Source: an optimization exercise on an open RTL-to-GDS flow (aim: small area and a short achievable clock period). Production flows keep margins and buffers that such runs may drop.
No functional check of the RTL was part of any run shown here.
No activity file was given, so power comes from the tool's default toggle rates.

==> design/flow/config.mk <==
export PLATFORM = sky130hd
export DESIGN_NAME = matrix_ctrl
export DESIGN_NICKNAME = matrix_ctrl
export VERILOG_FILES = /design/flow/design.v
export SDC_FILE = /design/flow/constraint.sdc
export NUM_CORES = 4
export LEC_CHECK = 0
export CAP_MARGIN = 20
export CORE_MARGIN = 2
export CORE_UTILIZATION = 40
export PLACE_DENSITY = 0.6
export SETUP_SLACK_MARGIN = 0.0
export SLEW_MARGIN = 20
==> design/flow/constraint.sdc <==
create_clock -name core_clock -period 3.5 [get_ports {clk}]
set_input_delay 0.7000 -clock core_clock [delete_from_list [all_inputs] [get_ports {clk}]]
set_output_delay 0.7000 -clock core_clock [all_outputs]
set_load 0.01 [all_outputs]
==> design/flow/design.v <==
package mcu_pkg;
    typedef logic [28-1:0]       inst_t;
    typedef logic [12-1:0]       addr_t;
    typedef logic [(12 + 2)-1:0]        ptr_t;
    typedef logic [64-1:0]       data_t;
    typedef logic [6-1:0] upc_t;
    typedef logic [14-1:0]      uinst_t;
    typedef logic [11-1:0]       loop_t;
    typedef enum logic [1:0] {
        ST_IDLE,
        ST_FETCH,
        ST_DECODE,
        ST_EXEC
    } ctrl_state_t;
endpackage
module matrix_ctrl (
    input  logic            clk,
    input  logic            rstn,
    input  mcu_pkg::inst_t  inst,
    input  logic            inst_valid,
    input  mcu_pkg::data_t  mem_rd_data_0,
    input  mcu_pkg::data_t  mem_rd_data_1,
    input  mcu_pkg::data_t  mem_rd_data_2,
    input  mcu_pkg::data_t  mem_rd_data_3,
    output mcu_pkg::addr_t  mem_addr_0,
    output mcu_pkg::addr_t  mem_addr_1,
    output mcu_pkg::addr_t  mem_addr_2,
    output mcu_pkg::addr_t  mem_addr_3,
    output logic            mem_wr_en_0,
    output logic            mem_wr_en_1,
    output logic            mem_wr_en_2,
    output logic            mem_wr_en_3,
    output mcu_pkg::data_t  a_data,
    output mcu_pkg::data_t  b_data,
    output mcu_pkg::data_t  c_data,
    output logic            macs_en,
    output logic            macs_signal,
    output logic            finish
);
    localparam logic [3:0] S_IDLE  = 4'd0,
                           S_FETCH = 4'd1,
                           S_D0    = 4'd2,
                           S_D1    = 4'd3,
                           S_D2    = 4'd4,
                           S_D3    = 4'd5,
                           S_D4    = 4'd6,
                           S_D5    = 4'd7,
                           S_E0    = 4'd8,
                           S_MARK0 = 4'd9,
                           S_MARK1 = 4'd10,
                           S_MAC0  = 4'd11,
                           S_MAC1  = 4'd12,
                           S_WEN   = 4'd13,
                           S_DONE  = 4'd14;
    logic [3:0]  state, next_state;
    logic [11:0] a_q, b_q, c_q;           
    logic [3:0]  a_oh, b_oh, c_oh;        
    logic [13:0] s1, s2, s3;              
    logic [11:0] idx;                     
    logic        is_mac, sign_q;          
    logic [10:0] cnt;                     
    logic        msig;
    wire st_fetch = (state == S_FETCH);
    wire st_d0    = (state == S_D0);
    wire st_d1    = (state == S_D1);
    wire st_d2    = (state == S_D2);
    wire st_d3    = (state == S_D3);
    wire st_d5    = (state == S_D5);
    wire st_idle  = (state == S_IDLE);
    wire st_mac   = (state == S_MAC0) | (state == S_MAC1);
    wire st_wen   = (state == S_WEN);
    wire last     = (cnt == 11'd1);
    always_comb begin
        case (state)
            S_IDLE:  next_state = S_FETCH;
            S_FETCH: next_state = inst_valid ? S_D0 : S_FETCH;
            S_D0:    next_state = S_D1;
            S_D1:    next_state = S_D2;
            S_D2:    next_state = S_D3;
            S_D3:    next_state = S_D4;
            S_D4:    next_state = S_D5;
            S_D5:    next_state = S_E0;
            S_E0:    next_state = is_mac ? S_MARK0 : S_DONE;
            S_MARK0: next_state = S_MARK1;
            S_MARK1: next_state = S_MAC0;
            S_MAC0:  next_state = S_MAC1;
            S_MAC1:  next_state = S_WEN;
            S_WEN:   next_state = last ? S_DONE : S_MARK1;
            default: next_state = S_IDLE;
        endcase
    end
    always_ff @(posedge clk or negedge rstn) begin
        if (!rstn) begin
            state <= S_IDLE;
            msig  <= 1'b0;
            a_q   <= '0;
            b_q   <= '0;
            c_q   <= '0;
            a_oh  <= 4'b0001;
            b_oh  <= 4'b0001;
            c_oh  <= 4'b0001;
        end else begin
            state <= next_state;
            if (st_idle) msig <= 1'b0;
            else if (st_d0) msig <= is_mac & sign_q;
            if (st_d5) begin
                a_q  <= s3[11:0];
                b_q  <= s2[11:0];
                c_q  <= s1[11:0];
                a_oh <= 4'b0001 << s3[13:12];
                b_oh <= 4'b0001 << s2[13:12];
                c_oh <= 4'b0001 << s1[13:12];
            end else begin
                if (st_mac) begin
                    a_q <= a_q + 1'b1;
                    b_q <= b_q + 1'b1;
                end
                if (st_wen) c_q <= c_q + 1'b1;
            end
        end
    end
    always_ff @(posedge clk) begin
        s1 <= mem_rd_data_0[13:0];
        s2 <= s1;
        s3 <= s2;
        if (st_fetch) begin
            idx    <= inst[24:13];
            is_mac <= (inst[27:25] == 3'b100);
            sign_q <= inst[12];
            cnt    <= {5'd0, inst[11:6]};
        end else if (st_wen) begin
            cnt <= cnt - 1'b1;
        end
    end
    assign macs_signal = msig;
    assign macs_en     = st_mac;
    assign finish      = (state == S_DONE);
    assign mem_wr_en_0 = st_wen & c_oh[1];
    assign mem_wr_en_1 = st_wen & c_oh[0];
    assign mem_wr_en_2 = st_wen & c_oh[3];
    assign mem_wr_en_3 = st_wen & c_oh[2];
    wire c_hi = c_oh[2] | c_oh[3];
    logic [11:0] port_addr [4];
    always_comb begin
        for (int p = 0; p < 4; p++) begin
            if (c_hi == p[1])   port_addr[p] = c_q;
            else if (b_oh[p])   port_addr[p] = b_q;
            else if (a_oh[p])   port_addr[p] = a_q;
            else                port_addr[p] = 12'd0;
        end
    end
    wire table_en = st_d1 | st_d2 | st_d3;
    wire [3:0] table_idx = st_d1 ? idx[11:8] : st_d2 ? idx[7:4] : idx[3:0];
    assign mem_addr_0 = table_en ? {8'd0, table_idx} : port_addr[0];
    assign mem_addr_1 = port_addr[1];
    assign mem_addr_2 = port_addr[2];
    assign mem_addr_3 = port_addr[3];
    always_comb begin
        a_data = '0;
        b_data = '0;
        c_data = '0;
        a_data = ({64{a_oh[0]}} & mem_rd_data_0) | ({64{a_oh[1]}} & mem_rd_data_1) |
                 ({64{a_oh[2]}} & mem_rd_data_2) | ({64{a_oh[3]}} & mem_rd_data_3);
        b_data = ({64{b_oh[0]}} & mem_rd_data_0) | ({64{b_oh[1]}} & mem_rd_data_1) |
                 ({64{b_oh[2]}} & mem_rd_data_2) | ({64{b_oh[3]}} & mem_rd_data_3);
        c_data = ({64{c_oh[0]}} & mem_rd_data_0) | ({64{c_oh[1]}} & mem_rd_data_1) |
                 ({64{c_oh[2]}} & mem_rd_data_2) | ({64{c_oh[3]}} & mem_rd_data_3);
    end
endmodule
==> design/flow/flow/run.sh <==
#!/bin/bash
# Standard layout, with the port buffers made of buf_1 cells instead of the
# delay buffers buffer_ports picks by default.
export BUFFER_PORTS_ARGS="-buffer_cell sky130_fd_sc_hd__buf_1"
bash standard.sh > standard.log 2>&1
==> design/flow/standard.sh <==
#!/bin/bash
# synth_recipe.tcl (not shown) runs the flow's synth.tcl, then flattens the netlist and writes it again
# the make line also repeats each setting of config.mk as NAME=value (left out here)
make -C /OpenROAD-flow-scripts/flow DESIGN_CONFIG=/design/flow/config.mk WORK_HOME=/design/flow/orfs CLKGATE_MAP_FILE= SYNTH_SCRIPT=/design/flow/synth_recipe.tcl "${@:-finish}"
==> results of run 1 <==
## routing by layer
layer	vias to the layer above	track usage	wire [um]
met5	-	0	11
met4	2	0.323	4250
met3	177	0.0837	4500
met2	918	0.650	25600
met1	6123	0.457	19200
li1	5948	-	-
## report_power, final
group / total (mW) / switching, mW / leakage (nW) / internal, mW
Combinational: 8.61 / 5.63 / 3.32 / 2.98
Clock: 1.83 / 0.649 / 0.297 / 1.18
Sequential: 3.16 / 1.27 / 1.18 / 1.89
Total: 13.6 / 7.55 / 4.80 / 6.05
## cell usage after synthesis (5+ instances only)
| cell | instances |
|---|---|
| sky130_fd_sc_hd__nor3_1 | 15 |
| sky130_fd_sc_hd__a211oi_1 | 12 |
| sky130_fd_sc_hd__buf_1 | 22 |
| sky130_fd_sc_hd__or3_1 | 7 |
| sky130_fd_sc_hd__edfxtp_1 | 20 |
| sky130_fd_sc_hd__ha_1 | 5 |
| sky130_fd_sc_hd__a22oi_1 | 384 |
| sky130_fd_sc_hd__o31ai_1 | 7 |
| sky130_fd_sc_hd__mux2i_1 | 6 |
| sky130_fd_sc_hd__nand3_1 | 10 |
| sky130_fd_sc_hd__inv_1 | 6 |
| sky130_fd_sc_hd__and2_1 | 7 |
| sky130_fd_sc_hd__buf_2 | 5 |
| sky130_fd_sc_hd__dfrtp_1 | 50 |
| sky130_fd_sc_hd__nand2b_1 | 8 |
| sky130_fd_sc_hd__xnor2_1 | 16 |
| sky130_fd_sc_hd__a21oi_1 | 108 |
| sky130_fd_sc_hd__clkbuf_1 | 114 |
| sky130_fd_sc_hd__dfxtp_1 | 47 |
| sky130_fd_sc_hd__nor2_1 | 123 |
| sky130_fd_sc_hd__o21ai_0 | 21 |
| sky130_fd_sc_hd__nand4_1 | 13 |
| sky130_fd_sc_hd__xor2_1 | 25 |
| sky130_fd_sc_hd__nand2_1 | 285 |
## sequential cells by signal (all words and copies together) (netlist names)
name and cells:
s1 14, s2 14, s3 14, a_q 12, b_q 12, c_q 12, idx 12, cnt 11
a_oh 4, b_oh 4, c_oh 4, state 4, is_mac 1, msig 1, sign_q 1
## cells by family after synthesis
| logic type | share of synthesized area |
|---|---|
| AOI/OAI and AO/OA | 0.385 |
| xor gates and xnor gates | 0.0367 |
| adders and majority gates | 0.00640 |
| buffers and inverters | 0.0590 |
| DFF | 0.294 |
| muxes | 0.00615 |
| and+or+nand+nor | 0.213 |
## worst max-delay path, delay by kind of cell (launching register included)
family          cells  cell delay [ns]
compound gates      2             0.25
buf+inv             1             0.14
flops               1             0.65
mux                 1             0.29
simple gates        2             0.72
## worst max path at each step
stage	from	endpoint	slack [ns]	cells past startpoint
3_3_place_gp	state[2]$_DFF_PN0_	mem_addr_0[1]	0.87	6
6_report	state[2]$_DFF_PN0_	mem_addr_0[0]	0.32	6
5_1_grt	state[2]$_DFF_PN0_	mem_addr_0[0]	0.15	6
2_1_floorplan	state[3]$_DFF_PN0_	mem_addr_0[2]	1.23	6
3_5_place_dp	state[2]$_DFF_PN0_	mem_addr_0[0]	0.80	6
4_1_cts	state[2]$_DFF_PN0_	mem_addr_0[0]	0.34	6
## layout make-up
class                      instances  area (um2)
antenna                           43         108
clock buffer                      18         429
clock inverter                    14         181
fill                            2565       11500
inverter                           6        22.5
multi-input combinational       1086        6330
sequential                       120        2890
tap                              324         405
timing repair buffer             554        2270
==> results_tabular.tex, run 1 <==
\begin{tabular}{lr}
\hline
Metric & Value \\
\hline
\multicolumn{2}{l}{\textbf{Placement}} \\
\quad Worst slack at placement & 0.799 ns \\
\quad Placed cell area & 11900 um2 \\
\quad Count of placed standard cells including taps & 2090 \\
\quad Placed wire-length estimate after detailed placement & 39800 um \\
\quad Routability congestion estimate & 0.984 \\
\quad Count of input and output buffers & 527 \\
\multicolumn{2}{l}{\textbf{Critical path}} \\
\quad Reg2reg path depth & 6 \\
\quad Delay of the slowest cell on the worst path & 0.65 ns \\
\quad Beginning of the worst register-to-register path & state[2]\$\_DFF\_PN0\_ \\
\quad Data required time of the critical path & 2.80 ns \\
\quad CP Cell Sequence & nor4b\_2, mux2i\_1, nand2\_1, o211ai\_1, o31ai\_1, buf\_1 \\
\quad Nature of the critical path startpoint & flop \\
\quad Critical Path AT & about 2.5 ns \\
\quad Kind of end point of the critical path & output port \\
\quad CP Class & flop to output port \\
\quad R2r setup slk & approximately 1.1 ns \\
\quad Slowest stage cell, crit path & sky130\_fd\_sc\_hd\_\_dfrtp\_1 \\
\quad Critical-path maximum fanout & 17 \\
\quad Capturing point of the worst reg2reg path & b\_q[8]\$\_DFFE\_PN0P\_ \\
\multicolumn{2}{l}{\textbf{Logic synthesis}} \\
\quad Count of yosys warnings during synthesis & 2 \\
\quad Synthesized instance count & 1355 \\
\quad Number of distinct library cell variants in the gate-level netlist after synthesis & 47 \\
\quad EDFF count, synth & 20 \\
\quad Average instance area after synthesis & about 7.2 um2 \\
\quad Top cells by area, synth & sky130\_fd\_sc\_hd\_\_a22oi\_1 30\%, sky130\_fd\_sc\_hd\_\_dfrtp\_1 13\%, sky130\_fd\_sc\_hd\_\_nand2\_1 11\% \\
\quad Fraction of the yosys area taken by sequential cells & 0.294 \\
\quad Share of synthesized registers carrying an async set or reset & 0.442 \\
\quad Fraction of post-synthesis cell area in the top cell type by area & 0.295 \\
\quad Post-Syn Area & between 9000 and 10000 um2 \\
\quad Synth Net Count & 1647 \\
\quad Register bit total from synthesis & 120 \\
\quad Cell accounting for the most synthesized area & sky130\_fd\_sc\_hd\_\_a22oi\_1 \\
\quad Most instantiated flip-flop cell in the synthesis netlist & sky130\_fd\_sc\_hd\_\_dfrtp\_1 \\
\multicolumn{2}{l}{\textbf{Cells and area}} \\
\quad Total non-filler cell area in the finished layout & 12600 um2 \\
\quad Layout area overhead & 29.4\% \\
\quad Leading cell type in the layout, fill and taps excluded & sky130\_fd\_sc\_hd\_\_buf\_1 \\
\quad Fraction of final layout cells with drive strength greater than 1 & 0.0434 \\
\quad Count of nets after finishing & roughly 2100 \\
\quad Layout Utilization & 0.523 \\
\quad Filler-free cell count of the finished design & about 2200 \\
\quad Commonest cells after routing, fill and taps aside & 526 x sky130\_fd\_sc\_hd\_\_buf\_1, 384 x sky130\_fd\_sc\_hd\_\_a22oi\_1, 285 x sky130\_fd\_sc\_hd\_\_nand2\_1, 122 x sky130\_fd\_sc\_hd\_\_nor2\_1, 108 x sky130\_fd\_sc\_hd\_\_a21oi\_1 \\
\multicolumn{2}{l}{\textbf{Global routing}} \\
\quad Pin count of the biggest net entering global routing & 97 \\
\quad Wire length of the first global-routing pass & 77800 um \\
\quad Global route overflow & 0 \\
\quad Total Routing Usage GR & 0.400 \\
\quad Antenna violations before repair & 47 \\
\quad Vias in the first global route & roughly 12000 \\
\multicolumn{2}{l}{\textbf{Floorplanning}} \\
\quad Die width & 160 um \\
\quad Number of primary I/O pins & 534 \\
\quad Height of the die & 160 um \\
\quad Initial cell density of the core & 0.404 \\
\quad Area of the core & approximately 24000 um2 \\
\quad Cell row count & between 50 and 60 \\
\quad Area of the die & 25700 um2 \\
\multicolumn{2}{l}{\textbf{STA}} \\
\quad Transition at the pin with the smallest max-transition slack & 0.933 ns \\
\quad Post-Route Hold Slack & 0.292 ns \\
\quad Worst path setup slack after routing & 0.325 ns \\
\quad Max frequency & 315 MHz \\
\quad Final-layout setup total negative slack & 0 ns \\
\quad Fraction of the cycle the final worst path needs & 0.907 \\
\quad Skew final & 0.0101 ns \\
\quad Headroom to the max-slew limit & 0.378 \\
\quad Final min period & 3.18 ns \\
\quad Final hold violations & 0 \\
\quad Count of endpoints failing setup in the final report & 0 \\
\quad RSZ-0062 raised after global routing & false \\
\quad Final number of max-transition violations & 0 \\
\multicolumn{2}{l}{\textbf{Pwr}} \\
\quad Power Density & between 1000 and 1500 nW/um2 \\
\quad Worst ir drop on vdd & about 530 uV \\
\quad Post-layout power & 13.6 mW \\
\quad Static leakage & roughly 4.8 nW \\
\multicolumn{2}{l}{\textbf{Clocking}} \\
\quad Count of H-tree levels built during CTS & 4 \\
\quad CTS sink count & 120 \\
\quad Worst skew pair latency & 0.42 ns \\
\quad Post-CTS Hold Fix Bufs & 0 \\
\quad Post-cts gate resize count & 0 \\
\quad CTS Root Cell & sky130\_fd\_sc\_hd\_\_clkbuf\_16 \\
\quad Clock transition time at the flip-flop clock pins of the worst setup and hold paths & 0.06 ns \\
\quad Total clock buffers created by CTS & 17 \\
\quad Maximum clock insertion buffer count & 2 \\
\quad CTS tree & built \\
\quad Postcts setup bufs & 0 \\
\multicolumn{2}{l}{\textbf{Job}} \\
\quad Max Cap Viol & 0 \\
\multicolumn{2}{l}{\textbf{Outcome}} \\
\quad Result of the run & complete, no violations \\
\multicolumn{2}{l}{\textbf{Hold path}} \\
\quad Min-Delay Path Class & input pin to async pin \\
\multicolumn{2}{l}{\textbf{Routing}} \\
\quad Routed via count & 13168 \\
\quad DRC violation count after routing & 0 \\
\quad Avg Vias per Cell & $\sim$6.1 \\
\quad Iter 0 DRT Violations & between 1500 and 2000 \\
\quad Remaining antenna violation count after routing & 0 \\
\quad Wirelength per Cell & 24.8 um \\
\quad Total wire length after detailed routing & 53600 um \\
\quad Router iterations before antenna repair & 6 \\
\hline
\end{tabular}
==> inputs of run 2 (changes only) <==
--- a/design/flow/design.v
+++ b/design/flow/design.v
@@ -55,8 +55,8 @@
     logic [3:0]  state, next_state;
     logic [11:0] a_q, b_q, c_q;           
-    logic [3:0]  a_oh, b_oh, c_oh;        
+    logic [3:0]  a_n, b_n, c_n;           
     logic [13:0] s1, s2, s3;              
     logic [11:0] idx;                     
-    logic        is_mac, sign_q;          
+    logic        is_mac;                  
     logic [10:0] cnt;                     
     logic        msig;
@@ -97,18 +97,18 @@
             b_q   <= '0;
             c_q   <= '0;
-            a_oh  <= 4'b0001;
-            b_oh  <= 4'b0001;
-            c_oh  <= 4'b0001;
+            a_n   <= 4'b1110;
+            b_n   <= 4'b1110;
+            c_n   <= 4'b1110;
         end else begin
             state <= next_state;
             if (st_idle) msig <= 1'b0;
-            else if (st_d0) msig <= is_mac & sign_q;
+            else if (st_fetch && inst_valid) msig <= (inst[27:25] == 3'b100) & inst[12];
             if (st_d5) begin
                 a_q  <= s3[11:0];
                 b_q  <= s2[11:0];
                 c_q  <= s1[11:0];
-                a_oh <= 4'b0001 << s3[13:12];
-                b_oh <= 4'b0001 << s2[13:12];
-                c_oh <= 4'b0001 << s1[13:12];
+                a_n  <= ~(4'b0001 << s3[13:12]);
+                b_n  <= ~(4'b0001 << s2[13:12]);
+                c_n  <= ~(4'b0001 << s1[13:12]);
             end else begin
                 if (st_mac) begin
@@ -127,5 +127,4 @@
             idx    <= inst[24:13];
             is_mac <= (inst[27:25] == 3'b100);
-            sign_q <= inst[12];
             cnt    <= {5'd0, inst[11:6]};
         end else if (st_wen) begin
@@ -133,7 +132,10 @@
         end
     end
-    assign macs_signal = msig;
+    assign macs_signal = msig & ~st_d0;    
     assign macs_en     = st_mac;
     assign finish      = (state == S_DONE);
+    wire [3:0] a_oh = ~a_n;
+    wire [3:0] b_oh = ~b_n;
+    wire [3:0] c_oh = ~c_n;
     assign mem_wr_en_0 = st_wen & c_oh[1];
     assign mem_wr_en_1 = st_wen & c_oh[0];
@@ -156,14 +158,9 @@
     assign mem_addr_2 = port_addr[2];
     assign mem_addr_3 = port_addr[3];
-    always_comb begin
-        a_data = '0;
-        b_data = '0;
-        c_data = '0;
-        a_data = ({64{a_oh[0]}} & mem_rd_data_0) | ({64{a_oh[1]}} & mem_rd_data_1) |
-                 ({64{a_oh[2]}} & mem_rd_data_2) | ({64{a_oh[3]}} & mem_rd_data_3);
-        b_data = ({64{b_oh[0]}} & mem_rd_data_0) | ({64{b_oh[1]}} & mem_rd_data_1) |
-                 ({64{b_oh[2]}} & mem_rd_data_2) | ({64{b_oh[3]}} & mem_rd_data_3);
-        c_data = ({64{c_oh[0]}} & mem_rd_data_0) | ({64{c_oh[1]}} & mem_rd_data_1) |
-                 ({64{c_oh[2]}} & mem_rd_data_2) | ({64{c_oh[3]}} & mem_rd_data_3);
-    end
+    assign a_data = (mem_rd_data_0 | {64{a_n[0]}}) & (mem_rd_data_1 | {64{a_n[1]}}) &
+                    (mem_rd_data_2 | {64{a_n[2]}}) & (mem_rd_data_3 | {64{a_n[3]}});
+    assign b_data = (mem_rd_data_0 | {64{b_n[0]}}) & (mem_rd_data_1 | {64{b_n[1]}}) &
+                    (mem_rd_data_2 | {64{b_n[2]}}) & (mem_rd_data_3 | {64{b_n[3]}});
+    assign c_data = (mem_rd_data_0 | {64{c_n[0]}}) & (mem_rd_data_1 | {64{c_n[1]}}) &
+                    (mem_rd_data_2 | {64{c_n[2]}}) & (mem_rd_data_3 | {64{c_n[3]}});
 endmodule
==> run 2 against run 1 <==
Against the previous run:
- still clean
- sequential power about the same
- via count grew 3.9%
- cell area shrank 2.0%
- critical path depth is 2 lower
- critical endpoint is now c_data[34]
- highest routed layer unchanged
==> results_tabular.tex, run 2 <==
\begin{tabular}{lr}
\hline
Metric & Value \\
\hline
\multicolumn{2}{l}{\textbf{Pwr}} \\
\quad Post-layout power & 13.7 mW (+0.38\%) \\
\quad Power Density & 1100 nW/um2 (+2.4\%) \\
\quad Static leakage & 4.09 nW (-15\%) \\
\quad Worst ir drop on vdd & 519 uV (-1.2\%) \\
\multicolumn{2}{l}{\textbf{Cells and area}} \\
\quad Commonest cells after routing, fill and taps aside & 526 x sky130\_fd\_sc\_hd\_\_buf\_1, 388 x sky130\_fd\_sc\_hd\_\_o22ai\_1, 256 x sky130\_fd\_sc\_hd\_\_nor2\_1, 123 x sky130\_fd\_sc\_hd\_\_o21ai\_0, 57 x sky130\_fd\_sc\_hd\_\_nand2\_1 \\
\quad Sequential Area & 2870 um2 (-0.74\%) \\
\quad Leading cell type in the layout, fill and taps excluded & sky130\_fd\_sc\_hd\_\_buf\_1 \\
\quad Filler instances & 2506 (-2.3\%) \\
\quad Total non-filler cell area in the finished layout & 12400 um2 (-2.0\%) \\
\quad Count of nets after finishing & 2077 (unchanged) \\
\quad Area used by multi-input combinational logic & 5990 um2 (-5.5\%) \\
\quad Fraction of final layout cells with drive strength greater than 1 & 0.0506 (+0.00723) \\
\quad Filler-free cell count of the finished design & 2163 (-0.092\%) \\
\quad Layout Utilization & 0.529 (+0.00650) \\
\quad Largest registers & s1 x14, s2 x14, s3 x14 \\
\quad Layout area overhead & 30.2\% \\
\multicolumn{2}{l}{\textbf{STA}} \\
\quad Count of endpoints failing setup in the final report & 0 (unchanged) \\
\quad Skew final & 0.0102 ns (+0.0000886 ns) \\
\quad Worst path setup slack after routing & 0.379 ns (+0.0538 ns) \\
\quad Final-layout setup total negative slack & 0 ns (unchanged) \\
\quad Final hold violations & 0 (unchanged) \\
\quad Transition at the pin with the smallest max-transition slack & 0.956 ns (+0.0233 ns) \\
\quad RSZ-0062 raised after global routing & false \\
\quad Final min period & 3.12 ns (-0.0538 ns) \\
\quad Final number of max-transition violations & 0 (unchanged) \\
\quad Max frequency & 320 MHz (+1.7\%) \\
\quad Headroom to the max-slew limit & 0.362 (-0.0156) \\
\quad Post-Route Hold Slack & 0.348 ns (+0.0557 ns) \\
\quad Fraction of the cycle the final worst path needs & 0.892 (-0.0154) \\
\multicolumn{2}{l}{\textbf{Global routing}} \\
\quad Wire length of the first global-routing pass & 76500 um (-1.6\%) \\
\quad Total Routing Usage GR & 0.417 (+0.0177) \\
\quad Vias in the first global route & 12062 (-0.19\%) \\
\quad Pin count of the biggest net entering global routing & 78 (-20\%) \\
\quad Antenna violations before repair & 55 (+17\%) \\
\quad Global route overflow & 0 (unchanged) \\
\multicolumn{2}{l}{\textbf{Floorplanning}} \\
\quad Area of the die & 25000 um2 (-2.5\%) \\
\quad Cell row count & 56 (-1.8\%) \\
\quad Initial cell density of the core & 0.407 (+0.00252) \\
\quad Height of the die & 158 um (-1.3\%) \\
\quad Area of the core & 23400 um2 (-3.2\%) \\
\quad Number of primary I/O pins & 534 (unchanged) \\
\quad Die width & 158 um (-1.3\%) \\
\multicolumn{2}{l}{\textbf{Routing}} \\
\quad Router iterations before antenna repair & 6 (unchanged) \\
\quad Iter 0 DRT Violations & 1856 (+7.5\%) \\
\quad Avg Vias per Cell & 6.32 (+4.0\%) \\
\quad Remaining antenna violation count after routing & 0 (unchanged) \\
\quad Total wire length after detailed routing & 55800 um (+4.0\%) \\
\quad DRC violation count after routing & 0 (unchanged) \\
\quad Wirelength per Cell & 25.8 um (+4.1\%) \\
\quad Routed via count & 13678 (+3.9\%) \\
\multicolumn{2}{l}{\textbf{Clocking}} \\
\quad CTS sink count & 119 (-0.83\%) \\
\quad Clock transition time at the flip-flop clock pins of the worst setup and hold paths & 0.05 ns (about the same) \\
\quad Worst skew pair latency & 0.43 ns (about the same) \\
\quad Post-cts gate resize count & 0 (unchanged) \\
\quad Postcts setup bufs & 0 (unchanged) \\
\quad Total clock buffers created by CTS & 17 (unchanged) \\
\quad Count of H-tree levels built during CTS & 4 (unchanged) \\
\quad Post-CTS Hold Fix Bufs & 0 (unchanged) \\
\quad CTS tree & built \\
\quad CTS Root Cell & sky130\_fd\_sc\_hd\_\_clkbuf\_16 \\
\quad Maximum clock insertion buffer count & 2 (unchanged) \\
\multicolumn{2}{l}{\textbf{Logic synthesis}} \\
\quad Fraction of the yosys area taken by sequential cells & 0.299 (+0.00548) \\
\quad Post-Syn Area & 9520 um2 (-2.6\%) \\
\quad Cell accounting for the most synthesized area & sky130\_fd\_sc\_hd\_\_o22ai\_1 \\
\quad Synth Net Count & 1643 (-0.24\%) \\
\quad Number of distinct library cell variants in the gate-level netlist after synthesis & 61 (+30\%) \\
\quad Register bit total from synthesis & 119 (-0.83\%) \\
\quad Average instance area after synthesis & 7.05 um2 (-2.3\%) \\
\quad Top cells by area, synth & sky130\_fd\_sc\_hd\_\_o22ai\_1 26\%, sky130\_fd\_sc\_hd\_\_dfrtp\_1 12\%, sky130\_fd\_sc\_hd\_\_nor2\_1 10\% \\
\quad Fraction of post-synthesis cell area in the top cell type by area & 0.255 (-0.0400) \\
\quad EDFF count, synth & 19 (-5.0\%) \\
\quad Synthesized instance count & 1351 (-0.30\%) \\
\quad Most instantiated flip-flop cell in the synthesis netlist & sky130\_fd\_sc\_hd\_\_dfxtp\_1 \\
\quad Count of yosys warnings during synthesis & 2 (unchanged) \\
\quad Most used standard cells in the synthesized netlist & 388 x sky130\_fd\_sc\_hd\_\_o22ai\_1, 256 x sky130\_fd\_sc\_hd\_\_nor2\_1, 123 x sky130\_fd\_sc\_hd\_\_o21ai\_0 \\
\quad Share of synthesized registers carrying an async set or reset & 0.445 (+0.00371) \\
\quad Most common cell in the netlist & sky130\_fd\_sc\_hd\_\_o22ai\_1 \\
\multicolumn{2}{l}{\textbf{Outcome}} \\
\quad Result of the run & complete, no violations \\
\multicolumn{2}{l}{\textbf{Critical path}} \\
\quad Capturing point of the worst reg2reg path & state[2]\$\_DFF\_PN0\_ \\
\quad Delay of the slowest cell on the worst path & 0.64 ns (about the same) \\
\quad Reg2reg path depth & 4 (-2) \\
\quad CP Cell Sequence & buf\_4, o22ai\_1, nor2\_1, buf\_1 \\
\quad R2r setup slk & 1.11 ns (+0.06 ns) \\
\quad Slowest stage cell, crit path & sky130\_fd\_sc\_hd\_\_buf\_4 \\
\quad Data required time of the critical path & 2.80 ns (about the same) \\
\quad Critical Path AT & 2.42 ns (-0.06 ns) \\
\quad CP top delay family & buffers and inverters \\
\quad Nature of the critical path startpoint & flop \\
\quad CP Class & flop to output port \\
\quad Critical-path maximum fanout & 60 (+43) \\
\quad Number of buffers and inverters on the critical path & 2 (+1) \\
\quad Beginning of the worst register-to-register path & state[0]\$\_DFF\_PN0\_ \\
\quad Kind of end point of the critical path & output port \\
\multicolumn{2}{l}{\textbf{Hold path}} \\
\quad Depth of the worst hold-timing path & 0 \\
\quad Worst Hold Endpoint & s3[4]\$\_DFF\_P\_ \\
\quad Min-Delay Path Class & flop to flop \\
\quad Launch instance of the worst min-delay path & s2[4]\$\_DFF\_P\_ \\
\multicolumn{2}{l}{\textbf{Job}} \\
\quad Max Cap Viol & 0 (unchanged) \\
\multicolumn{2}{l}{\textbf{Placement}} \\
\quad Worst slack at placement & 0.883 ns (+0.0835 ns) \\
\quad Placed cell area & 11700 um2 (-1.9\%) \\
\quad Count of placed standard cells including taps & 2085 (-0.24\%) \\
\quad Placed wire-length estimate after detailed placement & 41700 um (+4.7\%) \\
\quad Count of input and output buffers & 527 (unchanged) \\
\quad Routability congestion estimate & 0.961 (-2.3\%) \\
\hline
\end{tabular}
## run 2: worst max path at each step
stage / startpoint / slack, ns / end / cells past startpoint
CTS: state[0]$_DFF_PN0_ / 0.41 / mem_addr_0[7] / 6
finish: c_n[2]$_DFFE_PN1P_ / 0.38 / c_data[34] / 4
floorplan: state[2]$_DFF_PN0_ / 1.11 / mem_addr_0[2] / 6
global route: state[2]$_DFF_PN0_ / 0.23 / mem_addr_0[2] / 6
global placement: b_n[0]$_DFFE_PN0P_ / 0.86 / mem_addr_0[2] / 5
detailed placement: b_n[0]$_DFFE_PN0P_ / 0.88 / mem_addr_0[2] / 5
## run 2: kinds of logic after synthesis
kind of cell    synth area share
simple gates               0.181
compound gates             0.410
xor+xnor                  0.0230
flops                      0.299
fa+ha+maj                0.00657
mux                      0.00854
buf+inv                   0.0715
## run 2: area by class of cell
cell class / instances / share of cell area
well taps: 319 / 0.0322
flip-flops and latches: 119 / 0.232
repair buffers: 561 / 0.188
multi-input cells: 1058 / 0.483
clock inverters: 9 / 0.00525
diodes: 46 / 0.00929
inverters: 28 / 0.00848
clock buffers: 23 / 0.0412
## run 2: routing by layer
metal,up-vias,wire length [um],GRT usage
met2,971,25700,0.647
met5,-,26,0
li1,6098,-,-
met3,211,5490,0.107
met1,6392,20000,0.479
met4,6,4490,0.363
## run 2: worst reg2reg max path: cells and delay by family (launching register included)
kind,cells,cell delay (ns)
AO/OA/AOI/OAI,1,0.74
AND/OR/NAND/NOR,2,0.68
flip-flops,1,0.55
buffers and inverters,1,0.25
## run 2: where the power goes
| group | switching (mW) | total [mW] | leakage, nW | internal, mW |
|---|---|---|---|---|
| combinational | 5.78 | 8.83 | 2.64 | 3.04 |
| sequential | 1.26 | 3.14 | 1.18 | 1.89 |
| clock | 0.659 | 1.69 | 0.276 | 1.03 |
| total | 7.70 | 13.7 | 4.09 | 5.96 |
==> inputs of run 3 (changes only) <==
--- a/design/flow/design.v
+++ b/design/flow/design.v
@@ -55,5 +55,5 @@
     logic [3:0]  state, next_state;
     logic [11:0] a_q, b_q, c_q;           
-    logic [3:0]  a_n, b_n, c_n;           
+    logic [3:0]  a_oh, b_oh, c_oh;        
     logic [13:0] s1, s2, s3;              
     logic [11:0] idx;                     
@@ -61,4 +61,5 @@
     logic [10:0] cnt;                     
     logic        msig;
+    logic        ten;                     
     wire st_fetch = (state == S_FETCH);
     wire st_d0    = (state == S_D0);
@@ -94,12 +95,14 @@
             state <= S_IDLE;
             msig  <= 1'b0;
+            ten   <= 1'b0;
             a_q   <= '0;
             b_q   <= '0;
             c_q   <= '0;
-            a_n   <= 4'b1110;
-            b_n   <= 4'b1110;
-            c_n   <= 4'b1110;
+            a_oh  <= 4'b0001;
+            b_oh  <= 4'b0001;
+            c_oh  <= 4'b0001;
         end else begin
             state <= next_state;
+            ten   <= st_d0 | st_d1 | st_d2;
             if (st_idle) msig <= 1'b0;
             else if (st_fetch && inst_valid) msig <= (inst[27:25] == 3'b100) & inst[12];
@@ -108,7 +111,7 @@
                 b_q  <= s2[11:0];
                 c_q  <= s1[11:0];
-                a_n  <= ~(4'b0001 << s3[13:12]);
-                b_n  <= ~(4'b0001 << s2[13:12]);
-                c_n  <= ~(4'b0001 << s1[13:12]);
+                a_oh <= 4'b0001 << s3[13:12];
+                b_oh <= 4'b0001 << s2[13:12];
+                c_oh <= 4'b0001 << s1[13:12];
             end else begin
                 if (st_mac) begin
@@ -124,6 +127,7 @@
         s2 <= s1;
         s3 <= s2;
+        if (st_fetch) idx <= inst[24:13];
+        else if (ten) idx <= {idx[7:0], 4'd0};    
         if (st_fetch) begin
-            idx    <= inst[24:13];
             is_mac <= (inst[27:25] == 3'b100);
             cnt    <= {5'd0, inst[11:6]};
@@ -135,7 +139,7 @@
     assign macs_en     = st_mac;
     assign finish      = (state == S_DONE);
-    wire [3:0] a_oh = ~a_n;
-    wire [3:0] b_oh = ~b_n;
-    wire [3:0] c_oh = ~c_n;
+    wire [3:0] a_n = ~a_oh;
+    wire [3:0] b_n = ~b_oh;
+    wire [3:0] c_n = ~c_oh;
     assign mem_wr_en_0 = st_wen & c_oh[1];
     assign mem_wr_en_1 = st_wen & c_oh[0];
@@ -152,7 +156,5 @@
         end
     end
-    wire table_en = st_d1 | st_d2 | st_d3;
-    wire [3:0] table_idx = st_d1 ? idx[11:8] : st_d2 ? idx[7:4] : idx[3:0];
-    assign mem_addr_0 = table_en ? {8'd0, table_idx} : port_addr[0];
+    assign mem_addr_0 = ten ? {8'd0, idx[11:8]} : port_addr[0];
     assign mem_addr_1 = port_addr[1];
     assign mem_addr_2 = port_addr[2];
--- a/design/flow/config.mk
+++ b/design/flow/config.mk
@@ -10,4 +10,4 @@
 export CORE_UTILIZATION = 40
 export PLACE_DENSITY = 0.6
-export SETUP_SLACK_MARGIN = 0.0
+export SETUP_SLACK_MARGIN = 1.4
 export SLEW_MARGIN = 20
==> run 3 against run 2 <==
Against the previous run:
- area after synthesis rose by 0.28%
- the run now fails in global routing
- synthesized cell count shrank 6.1%
==> results_tabular.tex, run 3 <==
\begin{tabular}{lr}
\hline
Metric & Value \\
\hline
\multicolumn{2}{l}{\textbf{Logic synthesis}} \\
\quad Fraction of the yosys area taken by sequential cells & 0.300 (+0.00101) \\
\quad Most used standard cells in the synthesized netlist & 205 x sky130\_fd\_sc\_hd\_\_a221oi\_1, 193 x sky130\_fd\_sc\_hd\_\_o22ai\_1, 142 x sky130\_fd\_sc\_hd\_\_inv\_1 \\
\quad Post-synthesis xor/xnor area fraction & 0.0349 (+0.0119) \\
\quad Synth Net Count & 1561 (-5.0\%) \\
\quad Synthesized instance count & 1269 (-6.1\%) \\
\quad Most instantiated flip-flop cell in the synthesis netlist & sky130\_fd\_sc\_hd\_\_dfrtp\_1 \\
\quad Dominant combinational cell family by area after synthesis & compound AO/OA/AOI/OAI gates \\
\quad Simple logic cell fraction of the synthesized area & 0.131 (-0.0498) \\
\quad Number of distinct library cell variants in the gate-level netlist after synthesis & 53 (-13\%) \\
\quad Share of synthesized registers carrying an async set or reset & 0.450 (+0.00462) \\
\quad Multiplexer area fraction after synthesis & 0.0126 (+0.00404) \\
\quad Most common cell in the netlist & sky130\_fd\_sc\_hd\_\_a221oi\_1 \\
\quad Area fraction in compound gates after synthesis & 0.396 (-0.0136) \\
\quad Count of yosys warnings during synthesis & 2 (unchanged) \\
\quad Top cells by area, synth & sky130\_fd\_sc\_hd\_\_a221oi\_1 19\%, sky130\_fd\_sc\_hd\_\_dfrtp\_1 13\%, sky130\_fd\_sc\_hd\_\_o22ai\_1 13\% \\
\quad Post-Syn Area & 9540 um2 (+0.28\%) \\
\quad EDFF count, synth & 19 (unchanged) \\
\quad Adder-cell area share of the yosys netlist & 0.00655 (-0.0000181) \\
\quad Register bit total from synthesis & 120 (+0.84\%) \\
\quad Fraction of post-synthesis cell area in the top cell type by area & 0.188 (-0.0669) \\
\quad Average instance area after synthesis & 7.52 um2 (+6.8\%) \\
\quad Cell accounting for the most synthesized area & sky130\_fd\_sc\_hd\_\_a221oi\_1 \\
\multicolumn{2}{l}{\textbf{Clocking}} \\
\quad CTS Root Cell & sky130\_fd\_sc\_hd\_\_clkbuf\_16 \\
\quad Post-CTS Hold Fix Bufs & 0 (unchanged) \\
\quad Count of H-tree levels built during CTS & 4 (unchanged) \\
\quad Maximum clock insertion buffer count & 2 (unchanged) \\
\quad Total clock buffers created by CTS & 17 (unchanged) \\
\quad CTS sink count & 120 (+0.84\%) \\
\multicolumn{2}{l}{\textbf{Floorplanning}} \\
\quad Initial cell density of the core & 0.407 (about the same) \\
\quad Number of primary I/O pins & 534 (unchanged) \\
\quad Cell row count & 56 (unchanged) \\
\quad Die width & 158 um (+0.14\%) \\
\quad Height of the die & 158 um (+0.14\%) \\
\multicolumn{2}{l}{\textbf{Outcome}} \\
\quad Stage where the flow stopped & global routing \\
\quad Result of the run & did not finish \\
\quad Error & [ERROR GRT-0232] Routing congestion too high. Check the congestion heatmap in the GUI. \\
\multicolumn{2}{l}{\textbf{Placement}} \\
\quad Worst slack at placement & 0.814 ns (-0.0681 ns) \\
\quad Placed cell area & 11700 um2 (about the same) \\
\quad Routability congestion estimate & 1.02 (+6.1\%) \\
\quad Placed wire-length estimate after detailed placement & 41400 um (-0.72\%) \\
\quad Count of placed standard cells including taps & 2000 (-4.1\%) \\
\quad Count of input and output buffers & 527 (unchanged) \\
\multicolumn{2}{l}{\textbf{Global routing}} \\
\quad Global route overflow & 25 \\
\quad Pin count of the biggest net entering global routing & 66 \\
\quad Total Routing Usage GR & 0.715 \\
\hline
\end{tabular}
==> run 3: changes by cell type after synthesis, sizes merged, moves of 12 or more <==
cell	before	now
a31oi	19	0
nor2	256	84
inv	28	143
o22ai	388	193
clkbuf	119	107
nor3	6	21
o21ai	129	51
a211oi	17	3
a21oi	44	78
nand2	57	88
a221oi	1	205
==> run 3: worst max-delay path by stage <==
stage	from	endpoint	depth (start not counted)
floorplan	b_oh[0]$_DFFE_PN1P_	b_data[14]	5
global placement	b_oh[0]$_DFFE_PN1P_	b_data[13]	5
detailed placement	b_oh[0]$_DFFE_PN1P_	b_data[13]	5
CTS	a_oh[0]$_DFFE_PN1P_	mem_addr_0[0]	6
==> run 3: what timing repair did <==
action | in CTS
pin swaps | 91
endpoints found under the hold margin | 0
gates resized for setup | 592
setup buffers | 98
gates cloned | 38
setup endpoints to repair | 276
==> run 3: kinds of logic after synthesis <==
group,after synthesis
XOR/XNOR,38
flip-flops,120
AO/OA/AOI/OAI,541
AND/OR/NAND/NOR,268
multiplexers,11
adder cells (fa/ha/maj),5
buffers and inverters,286
==> run 3: power groups by stage <==
stage / registers (mW) / clock network, mW / logic, mW
2_1_floorplan: 2.22 / 0 / 5.40
3_3_place_gp: 3.14 / 0 / 7.57
3_5_place_dp: 3.16 / 0 / 7.60
4_1_cts: 2.75 / 1.82 / 12.5
==> run 3: metal layers <==
metal | track usage | GRT overflow
met5 | 0.199 | 0
met4 | 0.760 | 6
met3 | 0.489 | 2
met2 | 0.874 | 14
met1 | 0.749 | 3
==> inputs of run 4 (changes only) <==
--- a/design/flow/design.v
+++ b/design/flow/design.v
@@ -58,5 +58,4 @@
     logic [13:0] s1, s2, s3;              
     logic [11:0] idx;                     
-    logic        is_mac;                  
     logic [10:0] cnt;                     
     logic        msig;
@@ -82,5 +81,5 @@
             S_D4:    next_state = S_D5;
             S_D5:    next_state = S_E0;
-            S_E0:    next_state = is_mac ? S_MARK0 : S_DONE;
+            S_E0:    next_state = cnt[10] ? S_DONE : S_MARK0;
             S_MARK0: next_state = S_MARK1;
             S_MARK1: next_state = S_MAC0;
@@ -130,6 +129,5 @@
         else if (ten) idx <= {idx[7:0], 4'd0};    
         if (st_fetch) begin
-            is_mac <= (inst[27:25] == 3'b100);
-            cnt    <= {5'd0, inst[11:6]};
+            cnt    <= {inst[27:25] != 3'b100, 4'd0, inst[11:6]};
         end else if (st_wen) begin
             cnt <= cnt - 1'b1;
--- a/design/flow/config.mk
+++ b/design/flow/config.mk
@@ -9,5 +9,7 @@
 export CORE_MARGIN = 2
 export CORE_UTILIZATION = 40
+export CTS_CLUSTER_DIAMETER = 150
+export CTS_CLUSTER_SIZE = 40
 export PLACE_DENSITY = 0.6
-export SETUP_SLACK_MARGIN = 1.4
+export SETUP_SLACK_MARGIN = 1.25
 export SLEW_MARGIN = 20
==> run 4 against run 3 <==
Against the previous run:
- synthesized cell count fell by 0.32%
- area after synthesis fell by 1.3%
- the flow again stops in global routing
==> results_tabular.tex, run 4 <==
\begin{tabular}{lr}
\hline
Metric & Value \\
\hline
\multicolumn{2}{l}{\textbf{Placement}} \\
\quad Count of input and output buffers & 527 (unchanged) \\
\quad Placed cell area & 11600 um2 (-0.75\%) \\
\quad Placed wire-length estimate after detailed placement & 43500 um (+5.0\%) \\
\quad Routability congestion estimate & 1.01 (-0.71\%) \\
\multicolumn{2}{l}{\textbf{Logic synthesis}} \\
\quad Fraction of post-synthesis cell area in the top cell type by area & 0.190 (+0.00149) \\
\quad Number of distinct library cell variants in the gate-level netlist after synthesis & 53 (unchanged) \\
\quad Top cells by area, synth & sky130\_fd\_sc\_hd\_\_a221oi\_1 19\%, sky130\_fd\_sc\_hd\_\_dfrtp\_1 14\%, sky130\_fd\_sc\_hd\_\_o22ai\_1 13\% \\
\quad Average instance area after synthesis & 7.45 um2 (-0.96\%) \\
\quad Most instantiated flip-flop cell in the synthesis netlist & sky130\_fd\_sc\_hd\_\_dfrtp\_1 \\
\quad Cell accounting for the most synthesized area & sky130\_fd\_sc\_hd\_\_a221oi\_1 \\
\quad Most used standard cells in the synthesized netlist & 204 x sky130\_fd\_sc\_hd\_\_a221oi\_1, 194 x sky130\_fd\_sc\_hd\_\_o22ai\_1, 138 x sky130\_fd\_sc\_hd\_\_inv\_1 \\
\quad Post-Syn Area & 9420 um2 (-1.3\%) \\
\quad Count of yosys warnings during synthesis & 2 (unchanged) \\
\quad Most common cell in the netlist & sky130\_fd\_sc\_hd\_\_a221oi\_1 \\
\quad Synth Net Count & 1557 (-0.26\%) \\
\quad Share of synthesized registers carrying an async set or reset & 0.454 (+0.00378) \\
\quad Fraction of the yosys area taken by sequential cells & 0.302 (+0.00174) \\
\quad Register bit total from synthesis & 119 (-0.83\%) \\
\quad EDFF count, synth & 19 (unchanged) \\
\quad Synthesized instance count & 1265 (-0.32\%) \\
\multicolumn{2}{l}{\textbf{Clocking}} \\
\quad CTS sink count & 119 (-0.83\%) \\
\quad CTS Root Cell & sky130\_fd\_sc\_hd\_\_clkbuf\_16 \\
\quad Post-CTS Hold Fix Bufs & 0 (unchanged) \\
\quad Total clock buffers created by CTS & 17 (unchanged) \\
\quad Maximum clock insertion buffer count & 2 (unchanged) \\
\quad Count of H-tree levels built during CTS & 4 (unchanged) \\
\multicolumn{2}{l}{\textbf{Floorplanning}} \\
\quad Number of primary I/O pins & 534 (unchanged) \\
\quad Initial cell density of the core & 0.404 (-0.00276) \\
\quad Die width & 157 um (-0.62\%) \\
\quad Cell row count & 56 (unchanged) \\
\quad Height of the die & 157 um (-0.62\%) \\
\multicolumn{2}{l}{\textbf{Global routing}} \\
\quad Global route overflow & 5 \\
\quad Total Routing Usage GR & 0.709 \\
\quad Pin count of the biggest net entering global routing & 37 \\
\multicolumn{2}{l}{\textbf{Outcome}} \\
\quad Result of the run & did not finish \\
\quad Stage where the flow stopped & global routing \\
\quad Error & [ERROR GRT-0232] Routing congestion too high. Check the congestion heatmap in the GUI. \\
\hline
\end{tabular}
## run 4: how the worst min path moves through the flow
stage,start,end,slack (ns),cells after the start
floorplan,s1[0]$_DFF_P_,s2[0]$_DFF_P_,0.33,0
global placement,s1[9]$_DFF_P_,s2[9]$_DFF_P_,0.34,0
detailed placement,s2[7]$_DFF_P_,s3[7]$_DFF_P_,0.34,0
CTS,s2[2]$_DFF_P_,s3[2]$_DFF_P_,0.35,0
## run 4: logic make-up after synthesis
family,Yosys count,share of synthesized area
adders and majority gates,6,0.00770
xor gates and xnor gates,34,0.0316
muxes,2,0.00212
buffers and inverters,274,0.110
DFF,119,0.302
AOI/OAI and AO/OA,545,0.406
and+or+nand+nor,285,0.140
## run 4: metal layers
metal	overflow	GRT usage
met1	1	0.712
met4	4	0.750
met5	0	0.242
met2	0	0.882
met3	0	0.513
## run 4: timing repair
action	in CTS
pin swaps	124
hold endpoints to repair	0
setup endpoints to repair	248
buffers inserted	97
cloned	47
resized for setup	838
## run 4: metrics by stage
stage / hold slack, ns / power (mW) / setup slack (ns) / instances
floorplan: 0.331 / 7.96 / 1.30 / 1265
global placement: 0.336 / 11.6 / 0.773 / 2006
detailed placement: 0.336 / 11.6 / 0.805 / 2006
CTS: 0.348 / 20.3 / 0.833 / 2182
## run 4: power by group through the flow
stage / Sequential, mW / Combinational (mW) / Clock [mW]
2_1_floorplan: 2.22 / 5.74 / 0
3_3_place_gp: 3.18 / 8.39 / 0
3_5_place_dp: 3.18 / 8.40 / 0
4_1_cts: 2.73 / 15.8 / 1.80
==> inputs of run 5 (changes only) <==
--- a/design/flow/config.mk
+++ b/design/flow/config.mk
@@ -9,6 +9,4 @@
 export CORE_MARGIN = 2
 export CORE_UTILIZATION = 40
-export CTS_CLUSTER_DIAMETER = 150
-export CTS_CLUSTER_SIZE = 40
 export PLACE_DENSITY = 0.6
 export SETUP_SLACK_MARGIN = 1.25
==> run 5 against run 4 <==
Against the previous run:
- the flow again stops in global routing
- area after synthesis unchanged
- synthesized cell count unchanged
==> results_tabular.tex, run 5 <==
\begin{tabular}{lr}
\hline
Metric & Value \\
\hline
\multicolumn{2}{l}{\textbf{Outcome}} \\
\quad Result of the run & did not finish \\
\quad Stage where the flow stopped & global routing \\
\quad Error & [ERROR GRT-0232] Routing congestion too high. Check the congestion heatmap in the GUI. \\
\multicolumn{2}{l}{\textbf{Clocking}} \\
\quad CTS Root Cell & sky130\_fd\_sc\_hd\_\_clkbuf\_16 \\
\quad CTS sink count & 119 (unchanged) \\
\quad Count of H-tree levels built during CTS & 4 (unchanged) \\
\quad Maximum clock insertion buffer count & 2 (unchanged) \\
\quad Total clock buffers created by CTS & 17 (unchanged) \\
\quad Post-CTS Hold Fix Bufs & 0 (unchanged) \\
\multicolumn{2}{l}{\textbf{Logic synthesis}} \\
\quad Share of synthesized registers carrying an async set or reset & 0.454 (unchanged) \\
\quad Number of distinct library cell variants in the gate-level netlist after synthesis & 53 (unchanged) \\
\quad Most instantiated flip-flop cell in the synthesis netlist & sky130\_fd\_sc\_hd\_\_dfrtp\_1 \\
\quad Cell accounting for the most synthesized area & sky130\_fd\_sc\_hd\_\_a221oi\_1 \\
\quad Most used standard cells in the synthesized netlist & 204 x sky130\_fd\_sc\_hd\_\_a221oi\_1, 194 x sky130\_fd\_sc\_hd\_\_o22ai\_1, 138 x sky130\_fd\_sc\_hd\_\_inv\_1 \\
\quad Register bit total from synthesis & 119 (unchanged) \\
\quad EDFF count, synth & 19 (unchanged) \\
\quad Fraction of post-synthesis cell area in the top cell type by area & 0.190 (unchanged) \\
\quad Top cells by area, synth & sky130\_fd\_sc\_hd\_\_a221oi\_1 19\%, sky130\_fd\_sc\_hd\_\_dfrtp\_1 14\%, sky130\_fd\_sc\_hd\_\_o22ai\_1 13\% \\
\quad Post-Syn Area & 9420 um2 (unchanged) \\
\quad Average instance area after synthesis & 7.45 um2 (unchanged) \\
\quad Count of yosys warnings during synthesis & 2 (unchanged) \\
\quad Synth Net Count & 1557 (unchanged) \\
\quad Most common cell in the netlist & sky130\_fd\_sc\_hd\_\_a221oi\_1 \\
\quad Fraction of the yosys area taken by sequential cells & 0.302 (unchanged) \\
\quad Synthesized instance count & 1265 (unchanged) \\
\multicolumn{2}{l}{\textbf{Global routing}} \\
\quad Global route overflow & 5 \\
\quad Total Routing Usage GR & 0.709 \\
\quad Pin count of the biggest net entering global routing & 37 \\
\multicolumn{2}{l}{\textbf{Placement}} \\
\quad Routability congestion estimate & 1.01 (unchanged) \\
\quad Placed cell area & 11600 um2 (unchanged) \\
\quad Placed wire-length estimate after detailed placement & 43500 um (unchanged) \\
\quad Count of input and output buffers & 527 (unchanged) \\
\quad Count of placed standard cells including taps & 2006 (unchanged) \\
\quad Worst slack at placement & 0.805 ns (unchanged) \\
\multicolumn{2}{l}{\textbf{Floorplanning}} \\
\quad Initial cell density of the core & 0.404 (unchanged) \\
\quad Number of primary I/O pins & 534 (unchanged) \\
\quad Cell row count & 56 (unchanged) \\
\quad Height of the die & 157 um (unchanged) \\
\quad Die width & 157 um (unchanged) \\
\hline
\end{tabular}
## run 5: cell counts after synthesis
No cell type changed its count.
## run 5: timing repair
item,4_1_cts
gates cloned,47
setup endpoints to repair,248
resized for setup,838
pin swaps,124
setup buffers,97
## run 5: worst min-delay path by stage
stage / from / endpoint / slack (ns) / depth (start not counted)
after global placement: s1[9]$_DFF_P_ / s2[9]$_DFF_P_ / 0.34 / 0
after detailed placement: s2[7]$_DFF_P_ / s3[7]$_DFF_P_ / 0.34 / 0
after floorplan: s1[0]$_DFF_P_ / s2[0]$_DFF_P_ / 0.33 / 0
after CTS: s2[2]$_DFF_P_ / s3[2]$_DFF_P_ / 0.35 / 0
## run 5: stage by stage
step	utilization	total power, mW	hold slack [ns]
after floorplan	-	7.96	0.331
after global placement	0.498	11.6	0.336
after detailed placement	0.498	11.6	0.336
after CTS	0.778	20.3	0.348
## run 5: per-layer routing
| layer | track usage | GRT overflow |
|---|---|---|
| met1 | 0.712 | 1 |
| met3 | 0.513 | 0 |
| met5 | 0.242 | 0 |
| met4 | 0.750 | 4 |
| met2 | 0.882 | 0 |
## run 5: power groups by stage
stage                     Clock (mW)  Combinational (mW)  Sequential [mW]
after CTS                       1.80                15.8             2.73
after detailed placement           0                8.40             3.18
after global placement             0                8.39             3.18
after floorplan                    0                5.74             2.22
## run 5: kinds of logic after synthesis
family / count (synthesis) / share of synthesized area
buffers and inverters: 274 / 0.110
DFF: 119 / 0.302
xor gates and xnor gates: 34 / 0.0316
AOI/OAI and AO/OA: 545 / 0.406
adders and majority gates: 6 / 0.00770
muxes: 2 / 0.00212
and+or+nand+nor: 285 / 0.140
==> inputs of run 6 (changes only) <==
--- a/design/flow/design.v
+++ b/design/flow/design.v
@@ -61,4 +61,5 @@
     logic        msig;
     logic        ten;                     
+    logic        mac_q, wen_q, done_q;    
     wire st_fetch = (state == S_FETCH);
     wire st_d0    = (state == S_D0);
@@ -68,6 +69,6 @@
     wire st_d5    = (state == S_D5);
     wire st_idle  = (state == S_IDLE);
-    wire st_mac   = (state == S_MAC0) | (state == S_MAC1);
-    wire st_wen   = (state == S_WEN);
+    wire st_mac   = mac_q;
+    wire st_wen   = wen_q;
     wire last     = (cnt == 11'd1);
     always_comb begin
@@ -95,4 +96,7 @@
             msig  <= 1'b0;
             ten   <= 1'b0;
+            mac_q <= 1'b0;
+            wen_q <= 1'b0;
+            done_q <= 1'b0;
             a_q   <= '0;
             b_q   <= '0;
@@ -104,4 +108,7 @@
             state <= next_state;
             ten   <= st_d0 | st_d1 | st_d2;
+            mac_q <= (next_state == S_MAC0) | (next_state == S_MAC1);
+            wen_q <= (next_state == S_WEN);
+            done_q <= (next_state == S_DONE);
             if (st_idle) msig <= 1'b0;
             else if (st_fetch && inst_valid) msig <= (inst[27:25] == 3'b100) & inst[12];
@@ -136,5 +143,5 @@
     assign macs_signal = msig & ~st_d0;    
     assign macs_en     = st_mac;
-    assign finish      = (state == S_DONE);
+    assign finish      = done_q;
     wire [3:0] a_n = ~a_oh;
     wire [3:0] b_n = ~b_oh;
@@ -144,15 +151,22 @@
     assign mem_wr_en_2 = st_wen & c_oh[3];
     assign mem_wr_en_3 = st_wen & c_oh[2];
-    wire c_hi = c_oh[2] | c_oh[3];
+    wire c_lo = c_oh[0] | c_oh[1];
+    logic [3:0] sel_c, sel_b, sel_a;
+    always_comb begin
+        for (int p = 0; p < 4; p++) begin
+            sel_c[p] = (p < 2) ? c_lo : ~c_lo;
+            sel_b[p] = ~sel_c[p] & b_oh[p];
+            sel_a[p] = ~sel_c[p] & ~b_oh[p] & a_oh[p];
+        end
+    end
+    wire [3:0] gate0 = {3'b111, ~ten};
     logic [11:0] port_addr [4];
     always_comb begin
-        for (int p = 0; p < 4; p++) begin
-            if (c_hi == p[1])   port_addr[p] = c_q;
-            else if (b_oh[p])   port_addr[p] = b_q;
-            else if (a_oh[p])   port_addr[p] = a_q;
-            else                port_addr[p] = 12'd0;
-        end
+        for (int p = 0; p < 4; p++)
+            port_addr[p] = ({12{sel_c[p] & gate0[p]}} & c_q) |
+                           ({12{sel_b[p] & gate0[p]}} & b_q) |
+                           ({12{sel_a[p] & gate0[p]}} & a_q);
     end
-    assign mem_addr_0 = ten ? {8'd0, idx[11:8]} : port_addr[0];
+    assign mem_addr_0 = port_addr[0] | {8'd0, {4{ten}} & idx[11:8]};
     assign mem_addr_1 = port_addr[1];
     assign mem_addr_2 = port_addr[2];
--- a/design/flow/config.mk
+++ b/design/flow/config.mk
@@ -10,4 +10,4 @@
 export CORE_UTILIZATION = 40
 export PLACE_DENSITY = 0.6
-export SETUP_SLACK_MARGIN = 1.25
+export SETUP_SLACK_MARGIN = 1.15
 export SLEW_MARGIN = 20
==> run 6 against run 5 <==
Against the previous run:
- now clean on timing, DRC and antenna
- area after synthesis rose by 3.2%
- synthesized cell count rose by 1.5%
==> results_tabular.tex, run 6 <==
\begin{tabular}{lr}
\hline
Metric & Value \\
\hline
\multicolumn{2}{l}{\textbf{Outcome}} \\
\quad Result of the run & complete, no violations \\
\multicolumn{2}{l}{\textbf{Logic synthesis}} \\
\quad Synthesized instance count & 1284 (+1.5\%) \\
\quad Synth Net Count & 1576 (+1.2\%) \\
\quad Most used standard cells in the synthesized netlist & 194 x sky130\_fd\_sc\_hd\_\_o22ai\_1, 192 x sky130\_fd\_sc\_hd\_\_a221oi\_1, 145 x sky130\_fd\_sc\_hd\_\_inv\_1 \\
\quad Average instance area after synthesis & 7.57 um2 (+1.7\%) \\
\quad EDFF count, synth & 19 (unchanged) \\
\quad Number of distinct library cell variants in the gate-level netlist after synthesis & 51 (-3.8\%) \\
\quad Cell accounting for the most synthesized area & sky130\_fd\_sc\_hd\_\_a221oi\_1 \\
\quad Post-Syn Area & 9720 um2 (+3.2\%) \\
\quad Share of synthesized registers carrying an async set or reset & 0.467 (+0.0134) \\
\quad Fraction of the yosys area taken by sequential cells & 0.300 (-0.00165) \\
\quad Count of yosys warnings during synthesis & 2 (unchanged) \\
\quad Top cells by area, synth & sky130\_fd\_sc\_hd\_\_a221oi\_1 17\%, sky130\_fd\_sc\_hd\_\_dfrtp\_1 14\%, sky130\_fd\_sc\_hd\_\_o22ai\_1 12\% \\
\quad Most common cell in the netlist & sky130\_fd\_sc\_hd\_\_o22ai\_1 \\
\quad Most instantiated flip-flop cell in the synthesis netlist & sky130\_fd\_sc\_hd\_\_dfrtp\_1 \\
\quad Register bit total from synthesis & 122 (+2.5\%) \\
\quad Fraction of post-synthesis cell area in the top cell type by area & 0.173 (-0.0167) \\
\multicolumn{2}{l}{\textbf{Pwr}} \\
\quad Power Density & 1280 nW/um2 \\
\quad Static leakage & 7.72 nW \\
\quad Worst ir drop on vdd & roughly 770 uV \\
\multicolumn{2}{l}{\textbf{Floorplanning}} \\
\quad Number of primary I/O pins & 534 (unchanged) \\
\quad Initial cell density of the core & 0.403 (-0.000445) \\
\quad Area of the core & 24100 um2 \\
\quad Die width & 160 um (+1.5\%) \\
\quad Area of the die & 25600 um2 \\
\quad Height of the die & 160 um (+1.5\%) \\
\quad Cell row count & 57 (+1.8\%) \\
\multicolumn{2}{l}{\textbf{Clocking}} \\
\quad Worst skew pair latency & around 0.44 ns \\
\quad Count of H-tree levels built during CTS & 4 (unchanged) \\
\quad Maximum clock insertion buffer count & 2 (unchanged) \\
\quad Clock transition time at the flip-flop clock pins of the worst setup and hold paths & 0.05 ns \\
\quad CTS tree & built \\
\quad CTS sink count & 122 (+2.5\%) \\
\quad CTS Root Cell & sky130\_fd\_sc\_hd\_\_clkbuf\_16 \\
\quad Total clock buffers created by CTS & 17 (unchanged) \\
\multicolumn{2}{l}{\textbf{Hold path}} \\
\quad Launch instance of the worst min-delay path & s1[4]\$\_DFF\_P\_ \\
\quad Min-Delay Path Class & flop to flop \\
\quad Worst Hold Endpoint & s2[4]\$\_DFF\_P\_ \\
\quad Depth of the worst hold-timing path & 0 \\
\multicolumn{2}{l}{\textbf{Global routing}} \\
\quad Global routing usage on met1 & 0.569 \\
\quad Top Usage Layer GRT & met2 \\
\quad Antenna violations before repair & 43 \\
\quad Wire length of the first global-routing pass & roughly 100000 um \\
\quad Vias in the first global route & 15061 \\
\quad Total Routing Usage GR & 0.538 \\
\quad GR met3 Demand/Resource & 0.201 \\
\quad Pin count of the biggest net entering global routing & 47 \\
\quad Global route overflow & 0 \\
\quad Fraction of met2 tracks used by global routing & 0.794 \\
\multicolumn{2}{l}{\textbf{Placement}} \\
\quad Routability congestion estimate & 0.913 (-9.8\%) \\
\quad Placed cell area & 11900 um2 (+2.2\%) \\
\quad Worst slack at placement & 0.830 ns (+0.0243 ns) \\
\quad Placed wire-length estimate after detailed placement & 39500 um (-9.2\%) \\
\quad Count of input and output buffers & 527 (unchanged) \\
\multicolumn{2}{l}{\textbf{Cells and area}} \\
\quad Commonest cells after routing, fill and taps aside & 284 x sky130\_fd\_sc\_hd\_\_buf\_1, 202 x sky130\_fd\_sc\_hd\_\_buf\_2, 174 x sky130\_fd\_sc\_hd\_\_a221oi\_2, 155 x sky130\_fd\_sc\_hd\_\_o22ai\_4, 140 x sky130\_fd\_sc\_hd\_\_inv\_1 \\
\quad Count of nets after finishing & 2174 \\
\quad Filler instances & 1244 \\
\quad Layout Utilization & 0.850 \\
\quad Largest registers & s1 x14, s2 x14, s3 x14 \\
\quad Layout area overhead & 111\% \\
\quad Total non-filler cell area in the finished layout & between 20000 and 25000 um2 \\
\quad Fraction of final layout cells with drive strength greater than 1 & 0.497 \\
\quad Leading cell type in the layout, fill and taps excluded & sky130\_fd\_sc\_hd\_\_buf\_1 \\
\multicolumn{2}{l}{\textbf{Critical path}} \\
\quad Crit-path most repeated cell & sky130\_fd\_sc\_hd\_\_buf\_12 \\
\quad Slowest stage cell, crit path & sky130\_fd\_sc\_hd\_\_a221oi\_2 \\
\quad Critical Path AT & 2.35 ns \\
\quad Data required time of the critical path & 2.80 ns \\
\quad CP Class & flop to output port \\
\quad Capturing point of the worst reg2reg path & cnt[1]\$\_DFFE\_PP\_ \\
\quad Nature of the critical path startpoint & flop \\
\quad Number of buffers and inverters on the critical path & 6 \\
\quad Number of stages on the worst setup path & 8 \\
\quad Reg2reg path depth & 4 \\
\quad R2r setup slk & 1.26 ns \\
\quad Crit path launch & c\_oh[1]\$\_DFFE\_PN0P\_ \\
\quad Critical-path maximum fanout & 8 \\
\quad CP top delay family & buffers and inverters \\
\quad Beginning of the worst register-to-register path & state[1]\$\_DFF\_PN0\_ \\
\quad Delay of the slowest cell on the worst path & 0.49 ns \\
\quad CP Cell Sequence & buf\_6, buf\_12, buf\_8, inv\_8, buf\_12, o22ai\_4, a221oi\_2, buf\_4 \\
\quad Kind of end point of the critical path & output port \\
\multicolumn{2}{l}{\textbf{Routing}} \\
\quad Router iterations before antenna repair & 15 \\
\quad Avg Vias per Cell & approximately 7.5 \\
\quad Routed via count & 17072 \\
\quad Total wire length after detailed routing & 85200 um \\
\quad Iter 0 DRT Violations & 3750 \\
\quad Wirelength per Cell & 37.6 um \\
\quad DRC violation count after routing & 0 \\
\quad Remaining antenna violation count after routing & 0 \\
\multicolumn{2}{l}{\textbf{STA}} \\
\quad Final-layout setup total negative slack & 0 ns \\
\quad Worst path setup slack after routing & 0.453 ns \\
\quad Final number of max-transition violations & 0 \\
\quad Final min period & 3.05 ns \\
\quad Final hold violations & 0 \\
\quad Fraction of the cycle the final worst path needs & 0.871 \\
\quad Transition at the pin with the smallest max-transition slack & 0.997 ns \\
\quad RSZ-0062 raised after global routing & true \\
\quad Max frequency & 328 MHz \\
\quad Count of endpoints failing setup in the final report & 0 \\
\quad Post-Route Hold Slack & 0.356 ns \\
\quad Headroom to the max-slew limit & 0.335 \\
\quad Skew final & 0.0108 ns \\
\multicolumn{2}{l}{\textbf{Job}} \\
\quad Max Cap Viol & 0 \\
\hline
\end{tabular}
==> run 6: changes by cell type after synthesis, sizes merged, moves of 13 or more <==
cell and delta:
nor2 +20, o21ai -14, a21oi +21, buf +35, clkbuf -31, and3 +13
==> run 6: worst max-delay path by stage <==
stage / end / slack [ns]
4_1_cts: mem_addr_0[5] / 0.73
3_5_place_dp: a_data[60] / 0.83
5_1_grt: c_data[32] / 0.51
6_report: c_data[32] / 0.45
2_1_floorplan: mem_addr_2[7] / 1.40
3_3_place_gp: c_data[12] / 0.84
==> run 6: repair_timing <==
item                                    4_1_cts  5_1_grt
resized for setup                           759      433
cloned                                       45       10
pin swaps                                    86       69
hold buffers                                  0        0
buffers inserted                             76       33
endpoints found under the setup margin      245      255
hold endpoints to repair                      0        0
==> run 6: layout make-up <==
cell class | instances | area, um2 | share of cell area
Clock inverter | 4 | 73.8 | 0.00360
Clock buffer | 28 | 559 | 0.0273
Timing Repair inverter | 10 | 228 | 0.0111
Timing Repair Buffer | 708 | 5710 | 0.279
Multi-Input combinational cell | 877 | 9790 | 0.478
Sequential cell | 122 | 2950 | 0.144
Tap cell | 324 | 405 | 0.0198
Antenna cell | 48 | 120 | 0.00586
Inverter | 146 | 649 | 0.0317
==> run 6: through the flow <==
stage          std cells  power [mW]
2_1_floorplan       1284        8.69
3_3_place_gp        2023        12.4
3_5_place_dp        2023        12.4
4_1_cts             2176        21.1
5_1_grt             2261        26.4
6_report            2267        26.1
==> run 6: cells by family after synthesis <==
logic type	after synthesis	share of synthesized area
fa+ha+maj	5	0.00643
xor+xnor	42	0.0378
simple gates	287	0.146
mux	3	0.00309
compound gates	540	0.387
buf+inv	285	0.119
flops	122	0.300
==> run 6: routing by layer <==
layer	wire (um)	share of wire
met5	357	0.0042
met2	33700	0.40
met3	13900	0.16
met1	24600	0.29
met4	12500	0.15
==> run 6: worst register-to-register path, cell delays in order, from the launching register on <==
cell,delay (ns)
sky130_fd_sc_hd__dfrtp_1,0.57
sky130_fd_sc_hd__nor3_4,0.42
sky130_fd_sc_hd__and2_1,0.75
sky130_fd_sc_hd__nand2_1,0.18
sky130_fd_sc_hd__o31ai_1,0.12
==> run 6: where the power goes <==
part	internal (mW)	switching (mW)	leakage (nW)
Combinational	9.39	11.8	6.18
Sequential	1.99	1.02	1.23
Clock	1.23	0.695	0.311
Total	12.6	13.5	7.72

==> port drivers added, routing unchanged <==
The results above use ideal ports. As a check the final layouts listed here were re-extracted and re-timed, cells and wires unchanged. Step 1: set_driving_cell puts a clkbuf_16 on clk and a buf_2 on each other input, an assumption about the parent block. Step 2 moves the port delays by t, midway between the first and last clock arrival at a register: inputs arrive t later, outputs are due t later. That takes back most of the time a late clock gives input paths. Three values: ideal ports, drivers, drivers and shift; two values: the first two.
run	t, ns	slack for setup (ns)	hold slack, ns
run 1	0.466	0.325 / 0.278 / 0.743	0.292 / 0.270 / 0.350
run 2	0.466	0.379 / 0.335 / 0.800	0.348 / 0.348 / 0.348
run 6	0.490	0.453 / 0.397 / 0.774	0.356 / 0.356 / 0.356
After both steps every run listed still meets setup and hold.
